This design comes from an exercise in tuning for a short achievable clock period on the open sky130 flow, not from production work. Only simulation tests tie the RTL to the original design; equivalence was not proved. Power and IR drop assume default switching activity.

==> flow/design.v (excerpt) <==
module aipTop (
  input  logic                      clk,
  input  logic                      rst,
  input  logic                      en_i,
  input  logic [32-1:0] dataInAIP_i,
  output logic [32-1:0] dataOutAIP_o,
  input  logic [4:0]                configAIP_i,
  input  logic                      readAIP_i,
  input  logic                      writeAIP_i,
  input  logic                      startAIP_i,
  output logic                      intAIP_o,
  input  logic [16-1:0]  rdAddrMemIn0_i,
  input  logic [16-1:0]  rdAddrMemIn1_i,
  output logic [32-1:0] rdDataMemIn0_o,
  output logic [32-1:0] rdDataMemIn1_o,
  input  logic                      wrEnMemOut_i,
  input  logic [16-1:0]  wrAddrMemOut_i,
  input  logic [32-1:0] wrDataMemOut_i,
  output logic [32-1:0] rdDataConfigReg_o,
  input  logic                      statusBusy_i,
  input  logic                      coreDone_i,
  output logic                      startIPcore_o
);
  localparam int InWords  = 2**5;
  localparam int OutWords = 2**6;
  typedef logic [32-1:0] wordT;
  assign startIPcore_o = startAIP_i;    
  logic wrMemIn0, wrMemIn1, wrConf, setPtr0, setPtr1, setPtrOut, setConfPtr;
  logic rdMemOut, setStatus;
  assign wrMemIn0   = writeAIP_i && (configAIP_i == 5'd0);
  assign setPtr0    = writeAIP_i && (configAIP_i == 5'd1);
  assign wrMemIn1   = writeAIP_i && (configAIP_i == 5'd2);
  assign setPtr1    = writeAIP_i && (configAIP_i == 5'd3);
  assign rdMemOut   = readAIP_i  && (configAIP_i == 5'd4);
  assign setPtrOut  = writeAIP_i && (configAIP_i == 5'd5);
  assign wrConf     = writeAIP_i && (configAIP_i == 5'd6);
  assign setConfPtr = writeAIP_i && (configAIP_i == 5'd7);
  assign setStatus  = writeAIP_i && (configAIP_i == 5'd30);
  logic [5-1:0]  memIn0Ptr;
  logic [5-1:0]  memIn1Ptr;
  logic [6-1:0] memOutPtr;
  logic                             confPtr;
  always_ff @(posedge clk or negedge rst) begin
    if (!rst) begin
      memIn0Ptr <= '0;
      memIn1Ptr <= '0;
  ...
Settings: LEC_CHECK=0, CAP_MARGIN=20, CORE_MARGIN=2, CORE_UTILIZATION=40, SETUP_SLACK_MARGIN=1.3, SLEW_MARGIN=20, SYNTH_HIERARCHICAL=1, SYNTH_MINIMUM_KEEP_SIZE=0; clock period 5.1 ns.
run.sh (not shown) runs the stock make flow with config.mk's settings and CLKGATE_MAP_FILE= SYNTH_SCRIPT=/design/flow/synth_recipe.tcl, a recipe that flattens the netlist after the stock synthesis.
Then changed:
--- a/flow/config.mk
+++ b/flow/config.mk
@@ -10,3 +10,3 @@
 export CORE_UTILIZATION = 40
-export SETUP_SLACK_MARGIN = 1.3
+export SETUP_SLACK_MARGIN = 2.5
 export SLEW_MARGIN = 20
Outcome:
- The new run completed with no timing, DRC or antenna violations
- maximum frequency falls slightly
- global-route usage rises by 0.51 points
- synthesized cell count stays the same
- register-to-register slack is about the same
- setup slack is worse by 0.021 ns
- total power rises slightly
- sequential share of layout area falls by 1.8 points
- sequential cell count stays the same

* * *

Setup of P:
Another version of the RTL of aipTop (not shown whole).
Size: ~8100 cells after synthesis, ~4200 flip-flops, roughly 260 I/O pins, about 160000 um^2 of cells after synthesis.
==> flow/config.mk <==
export PLATFORM = sky130hd
export DESIGN_NAME = aipTop
export DESIGN_NICKNAME = aipTop
export VERILOG_FILES = /design/flow/design.v
export SDC_FILE = /design/flow/constraint.sdc
export NUM_CORES = 4
export LEC_CHECK = 0
export CAP_MARGIN = 20
export CORE_MARGIN = 2
export CORE_UTILIZATION = 40
export PLACE_DENSITY = 0.75
export SETUP_SLACK_MARGIN = 2.5
export SLEW_MARGIN = 20
export SYNTH_HIERARCHICAL = 1
export SYNTH_MINIMUM_KEEP_SIZE = 0
==> flow/constraint.sdc <==
create_clock -name core_clock -period 5.1 [get_ports {clk}]
set_input_delay 1.0200 -clock core_clock [delete_from_list [all_inputs] [get_ports {clk}]]
set_output_delay 1.0200 -clock core_clock [all_outputs]
set_load 0.01 [all_outputs]
No stage failed in P, and the final checks on the layout all came back clean.
--- input diff P..Q ---
- PLACE_DENSITY no longer set, was 0.75
- Q ended up with rdDataMemIn0_o[12] as its endpoint of the most critical setup path; P ended up with rdDataMemIn1_o[12].
- Vias: Q fewer than P
- | ratio of final minimum period to clock period | Q vs P | 0.43 points higher |
- When the final numbers for P and Q were put side by side, the clock skew turned out to be greater in Q.

## afterwards: timing with drivers on the ports
In the flow no input, the clock included, has a driving cell. The finished layouts below were timed again as built, in two steps. Step 1 assumes that a clkbuf_16 drives the clock port and a buf_2 every other input. Step 2 adds t to the input delays and takes it off the output delays; t is the mean of the earliest and latest rising clock arrival at the registers after step 1. Input paths then give back, and output paths get back, about the clock's delay inside the block. a / b / c = ideal / step 1 / step 2; a / b = the first two.
run	t (ns)	setup WS [ns]	worst setup path after step 2	worst register clock-pin slew, ns
the first run of note 1	1.060	1.131 / 1.058 / 0.275	input to register	0.07 / 0.07
the second run of note 1	1.092	1.110 / 1.042 / 0.175	input to register	0.07 / 0.07
P	1.055	1.063 / 1.016 / 0.322	input to register	0.07 / 0.07
Q	1.077	1.042 / 0.978 / 0.246	input to register	0.07 / 0.07
After both steps every run listed still meets setup and hold. The setup slack of the second run of note 1, which loses most, moves by -0.068 ns with the drivers and by -0.935 ns with both steps.
